Background: an optimization exercise with open tools, aiming at small area, a short achievable clock period and few clock cycles. Do not read the settings as production practice. Power figures rest on the tool's default switching activity, not on a simulated workload.

==> flow/design.v <==
`default_nettype none
package fqmr_pkg;
    localparam int DEF_QUEUE_DEPTH = 16;
    localparam int DEF_VALUE_BITS  = 32;
    localparam logic [1:0] FUNC_PUSH   = 2'd0;
    localparam logic [1:0] FUNC_POP    = 2'd1;
    localparam logic [1:0] FUNC_REMOVE = 2'd2;
    localparam logic [1:0] FUNC_LIST   = 2'd3;
    localparam logic [1:0] STAT_OK    = 2'd0;
    localparam logic [1:0] STAT_FULL  = 2'd1;
    localparam logic [1:0] STAT_EMPTY = 2'd2;
endpackage
`default_nettype wire
`default_nettype none
module fqmr_store #(
    parameter int QUEUE_DEPTH = fqmr_pkg::DEF_QUEUE_DEPTH,
    parameter int VALUE_BITS  = fqmr_pkg::DEF_VALUE_BITS
) (
    input  wire                               i_clk,
    input  wire  [QUEUE_DEPTH-1:0]            i_sh,
    input  wire  [QUEUE_DEPTH-1:0]            i_ld,
    input  wire  [QUEUE_DEPTH-1:0]            i_hold,
    input  wire  [VALUE_BITS-1:0]             i_wdata,
    output logic [QUEUE_DEPTH*VALUE_BITS-1:0] o_q
);
    logic [VALUE_BITS-1:0] r_q [QUEUE_DEPTH];
    always_ff @(posedge i_clk) begin
        for (int i = 0; i < QUEUE_DEPTH - 1; i++) begin
            r_q[i] <= ({VALUE_BITS{i_ld[i]}} & i_wdata) |
                      ({VALUE_BITS{i_sh[i]}} & r_q[i + 1]) |
                      ({VALUE_BITS{i_hold[i]}} & r_q[i]);
        end
        r_q[QUEUE_DEPTH-1] <= ({VALUE_BITS{i_ld[QUEUE_DEPTH-1]}} & i_wdata) |
                              ({VALUE_BITS{i_hold[QUEUE_DEPTH-1]}} & r_q[QUEUE_DEPTH-1]);
    end
    always_comb begin
        for (int i = 0; i < QUEUE_DEPTH; i++) begin
            o_q[i*VALUE_BITS +: VALUE_BITS] = r_q[i];
        end
    end
endmodule
`default_nettype wire
`default_nettype none
module fqmr_seq #(
    parameter int QUEUE_DEPTH = fqmr_pkg::DEF_QUEUE_DEPTH,
    parameter int VALUE_BITS  = fqmr_pkg::DEF_VALUE_BITS
) (
    input  wire  [VALUE_BITS-1:0]             i_key,
    input  wire  [QUEUE_DEPTH*VALUE_BITS-1:0] i_q,
    input  wire  [VALUE_BITS-1:0]             i_wdata,
    output logic [QUEUE_DEPTH-1:0]            o_eq,
    output logic                              o_eq_wdata
);
    always_comb begin
        for (int i = 0; i < QUEUE_DEPTH; i++) begin
            o_eq[i] = (i_q[i*VALUE_BITS +: VALUE_BITS] == i_key);
        end
        o_eq_wdata = (i_wdata == i_key);
    end
endmodule
`default_nettype wire
`default_nettype none
module fifo_queue_with_match_remove #(
    parameter int QUEUE_DEPTH = fqmr_pkg::DEF_QUEUE_DEPTH,
    parameter int VALUE_BITS  = fqmr_pkg::DEF_VALUE_BITS
) (
    input  wire         i_clk,
    input  wire         i_rst_n,
    input  wire         i_s_tvalid,
    output logic        o_s_tready,
    input  wire  [31:0] i_s_tdata,    
    input  wire  [1:0]  i_s_tuser,    
    output logic        o_m_tvalid,
    input  wire         i_m_tready,
    output logic [63:0] o_m_tdata,    
    output logic [4:0]  o_m_tuser,    
    output logic        o_m_tlast     
);
    localparam int N = QUEUE_DEPTH;
    localparam int W = VALUE_BITS;
    logic         r_v;
    logic         r_push, r_pop, r_rem, r_list;
    logic [W-1:0] r_d;
    logic [N-1:0] r_e;      
    logic         r_lk;     
    logic         r_last;   
    logic [N-3:0] r_w;      
    logic         r_o_v;
    logic [W-1:0] r_o_entry;
    logic [4:0]   r_o_user;
    logic         r_o_last;
    logic [N-1:0] r_len;
    logic [N*W-1:0] q;
    logic [W-1:0]   q0, q1;
    logic [N-1:0]   sh, ld, hold, sh_q;
    logic [W-1:0]   wdata;
    logic [N-1:0]   eq;
    logic           eq_wd;
    logic           ofree, exec, last, done, load, rot;
    logic [N-1:0]   h, pre, len_nxt;
    logic           hit, h0;
    logic [N-1:0]   e_nxt;
    assign q0 = q[0 +: W];
    assign q1 = q[W +: W];
    assign ofree = !r_o_v || i_m_tready;
    assign exec  = r_v && ofree && i_rst_n;
    assign last  = r_last;
    assign done  = exec && last;
    assign rot   = r_list && r_lk;
    assign o_s_tready = !r_v || (ofree && last);
    assign load       = i_s_tvalid && o_s_tready;
    assign h = r_e & r_len;
    always_comb begin
        pre[0] = h[0];
        for (int i = 1; i < N; i++) begin
            pre[i] = pre[i-1] | h[i];
        end
    end
    assign hit = pre[N-1];
    assign h0  = h[0];
    always_comb begin
        for (int i = 0; i < N; i++) begin
            sh[i] = exec && (r_pop || (r_rem && pre[i]) ||
                             (rot && i >= 1 && i < N - 1 && r_len[(i + 1) % N]));
            ld[i] = exec && ((r_push && !r_len[i] && (i == 0 || r_len[(i + N - 1) % N])) ||
                             (rot && i >= 1 && r_len[i] && (i == N - 1 || !r_len[(i + 1) % N])));
        end
    end
    assign wdata = rot ? q1 : r_d;
    always_comb begin
        sh_q = sh;
        sh_q[0] = sh[0] && r_len[1];
        hold = ~(ld | sh);
        hold[0] = !(ld[0] || sh[0]) && i_rst_n;
    end
    fqmr_store #(
        .QUEUE_DEPTH (N),
        .VALUE_BITS  (W)
    ) u_store (
        .i_clk   (i_clk),
        .i_sh    (sh_q),
        .i_ld    (ld),
        .i_hold  (hold),
        .i_wdata (wdata),
        .o_q     (q)
    );
    fqmr_seq #(
        .QUEUE_DEPTH (N),
        .VALUE_BITS  (W)
    ) u_cmp (
        .i_key      (i_s_tdata),
        .i_q        (q),
        .i_wdata    (r_d),
        .o_eq       (eq),
        .o_eq_wdata (eq_wd)
    );
    always_comb begin
        for (int i = 0; i < N; i++) begin
            if (ld[i]) begin
                e_nxt[i] = rot ? eq[1] : eq_wd;
            end else if (sh[i]) begin
                e_nxt[i] = (i < N - 1) ? eq[(i + 1) % N] : 1'b0;
            end else begin
                e_nxt[i] = eq[i];
            end
        end
    end
    always_comb begin
        len_nxt = r_len;
        if (exec) begin
            if (r_push) begin
                len_nxt = {r_len[N-2:0], 1'b1};
            end else if (r_pop || (r_rem && hit)) begin
                len_nxt = {1'b0, r_len[N-1:1]};
            end
        end
    end
    logic         e0, e1;
    logic [W-1:0] res_entry;
    logic [4:0]   res_user;
    assign e0 = r_len[0] && (r_pop || (r_list && !r_lk));
    assign e1 = rot;
    assign res_entry   = ({W{e0}} & q0) | ({W{e1}} & q1);
    assign res_user[0] = r_push && r_len[N-1];
    assign res_user[1] = r_pop && !r_len[0];
    assign res_user[2] = r_rem && hit;
    assign res_user[3] = (r_pop || r_list) && r_len[0];
    assign res_user[4] = !r_push && ((r_pop || (r_rem && h0)) ? !r_len[1] : !r_len[0]);
    always_ff @(posedge i_clk) begin
        if (!i_rst_n) begin
            r_v   <= 1'b0;
            r_o_v <= 1'b0;
            r_len <= '0;
            r_lk  <= 1'b0;
        end else begin
            if (ofree) begin
                r_o_v <= r_v;
            end
            if (load) begin
                r_v  <= 1'b1;
                r_lk <= 1'b0;
            end else if (done) begin
                r_v <= 1'b0;
            end else if (exec && r_list) begin
                r_lk <= 1'b1;
            end
            r_len <= len_nxt;
        end
        if (load) begin
            r_push <= (i_s_tuser == fqmr_pkg::FUNC_PUSH);
            r_pop  <= (i_s_tuser == fqmr_pkg::FUNC_POP);
            r_rem  <= (i_s_tuser == fqmr_pkg::FUNC_REMOVE);
            r_list <= (i_s_tuser == fqmr_pkg::FUNC_LIST);
            r_d    <= i_s_tdata;
            r_e    <= e_nxt;
            r_last <= (i_s_tuser != fqmr_pkg::FUNC_LIST) || !len_nxt[0] || !len_nxt[1];
        end else if (exec && r_list) begin
            r_last <= !(r_lk ? r_w[1] : r_len[2]);
        end
        if (ofree) begin
            r_o_entry <= res_entry;
            r_o_user  <= res_user;
            r_o_last  <= last;
        end
        if (exec && r_list) begin
            r_w <= r_lk ? {1'b0, r_w[N-3:1]} : r_len[N-1:2];
        end
    end
    assign o_m_tvalid = r_o_v;
    assign o_m_tdata  = {q0, r_o_entry};
    assign o_m_tuser  = r_o_user;
    assign o_m_tlast  = r_o_last;
endmodule
`default_nettype wire
clock: 5.0 ns
lec_check: 0
cap_margin: 20
core_margin: 2
core_utilization: 40
cts_cluster_diameter: 100
cts_cluster_size: 30
place_density: 0.6
setup_slack_margin: 2.5
slew_margin: 20
standard.sh (not shown) runs the stock make flow with config.mk's settings and CLKGATE_MAP_FILE= SYNTH_SCRIPT=/design/flow/synth_recipe.tcl, a recipe that flattens the netlist after the stock synthesis.
==> flow/flow/run.sh <==
#!/bin/bash
# Standard layout (the standard flow's own synthesis and ORFS steps), with two changes to how
# the layout is made: the port buffers are buf_4 cells instead of the delay
# buffers buffer_ports picks by default, and the resizer may swap a cell for one
# with a different footprint. Each tool's full output goes to a log file here.
set -euo pipefail
bash standard.sh MATCH_CELL_FOOTPRINT=0 \
    "BUFFER_PORTS_ARGS=-buffer_cell sky130_fd_sc_hd__buf_4" \
    finish > standard_flow.log 2>&1
Then changed:
Settings changed: CORE_UTILIZATION 40 to 55, CTS_CLUSTER_DIAMETER 100 to not set, CTS_CLUSTER_SIZE 30 to not set, PLACE_DENSITY 0.6 to 0.7, SETUP_SLACK_MARGIN 2.5 to 2.6.
The changed run passed the timing, DRC and antenna checks. Critical path depth is higher by 4. Clock skew is lower by 0.0049 ns. Die area is lower by 27%. Area after synthesis is unchanged. Clock power is higher by 82%. Count of clock-buffer cells in the layout is higher by 73. Register-to-register slack gets worse by 0.06 ns. Cell count is lower by 3.1%.
Then changed:
Settings changed: CORE_UTILIZATION 55 to 40, PLACE_DENSITY 0.7 to 0.6, SETUP_SLACK_MARGIN 2.6 to 2.3.
Effect: Clock skew grows by 0.0096 ns. Area after synthesis is unchanged. Clock-buffer cell count drops by 10. Worst setup slack is worse by 0.11 ns. Synthesized cell count is unchanged. Final cell count went up by 3.9%. Core utilization came out lower by 21 points. Final area shrinks by 6.0%.
Then changed:
Settings changed: SETUP_SLACK_MARGIN 2.3 to 2.6.
Result:
- global-route usage goes up by 0.29 points
- via count goes up by about 5%
- utilization goes up by 3.4 points
- clock skew is about the same
- hold slack got worse by 0.0075 ns
No functional check of the RTL was part of any run of this note.

-- static timing again, ports no longer ideal --
Ports are ideal in the flow. The routed layouts listed here were re-timed in OpenROAD.
Step 1 (the two cells are an assumption about what drives the block):
set clk [get_ports {i_clk}]
set_driving_cell -lib_cell sky130_fd_sc_hd__clkbuf_16 $clk
set_driving_cell -lib_cell sky130_fd_sc_hd__buf_2 [delete_from_list [all_inputs] $clk]
Step 2 adds t to the input delays and takes it off the output delays; t is the mean of the earliest and latest rising clock arrival at the registers after step 1. Input paths then give back, and output paths get back, about the clock's delay inside the block.
Slacks: ideal ports / drivers / drivers and shift; pairs: ideal ports / drivers.
run | t (ns) | setup WS [ns] | worst register clock-pin slew, ns
the first run | 0.691 | 2.409 / 2.376 / 1.784 | 0.13 / 0.13
the second run | 0.679 | 2.365 / 2.377 / 1.725 | 0.07 / 0.07
the third run | 0.670 | 2.251 / 2.271 / 1.601 | 0.06 / 0.06
the fourth run | 0.667 | 2.393 / 2.371 / 1.857 | 0.07 / 0.07
After both steps setup and hold are still met in every run listed. The setup slack of the third run, which loses most, moves by +0.020 ns with the drivers and by -0.650 ns with both steps.
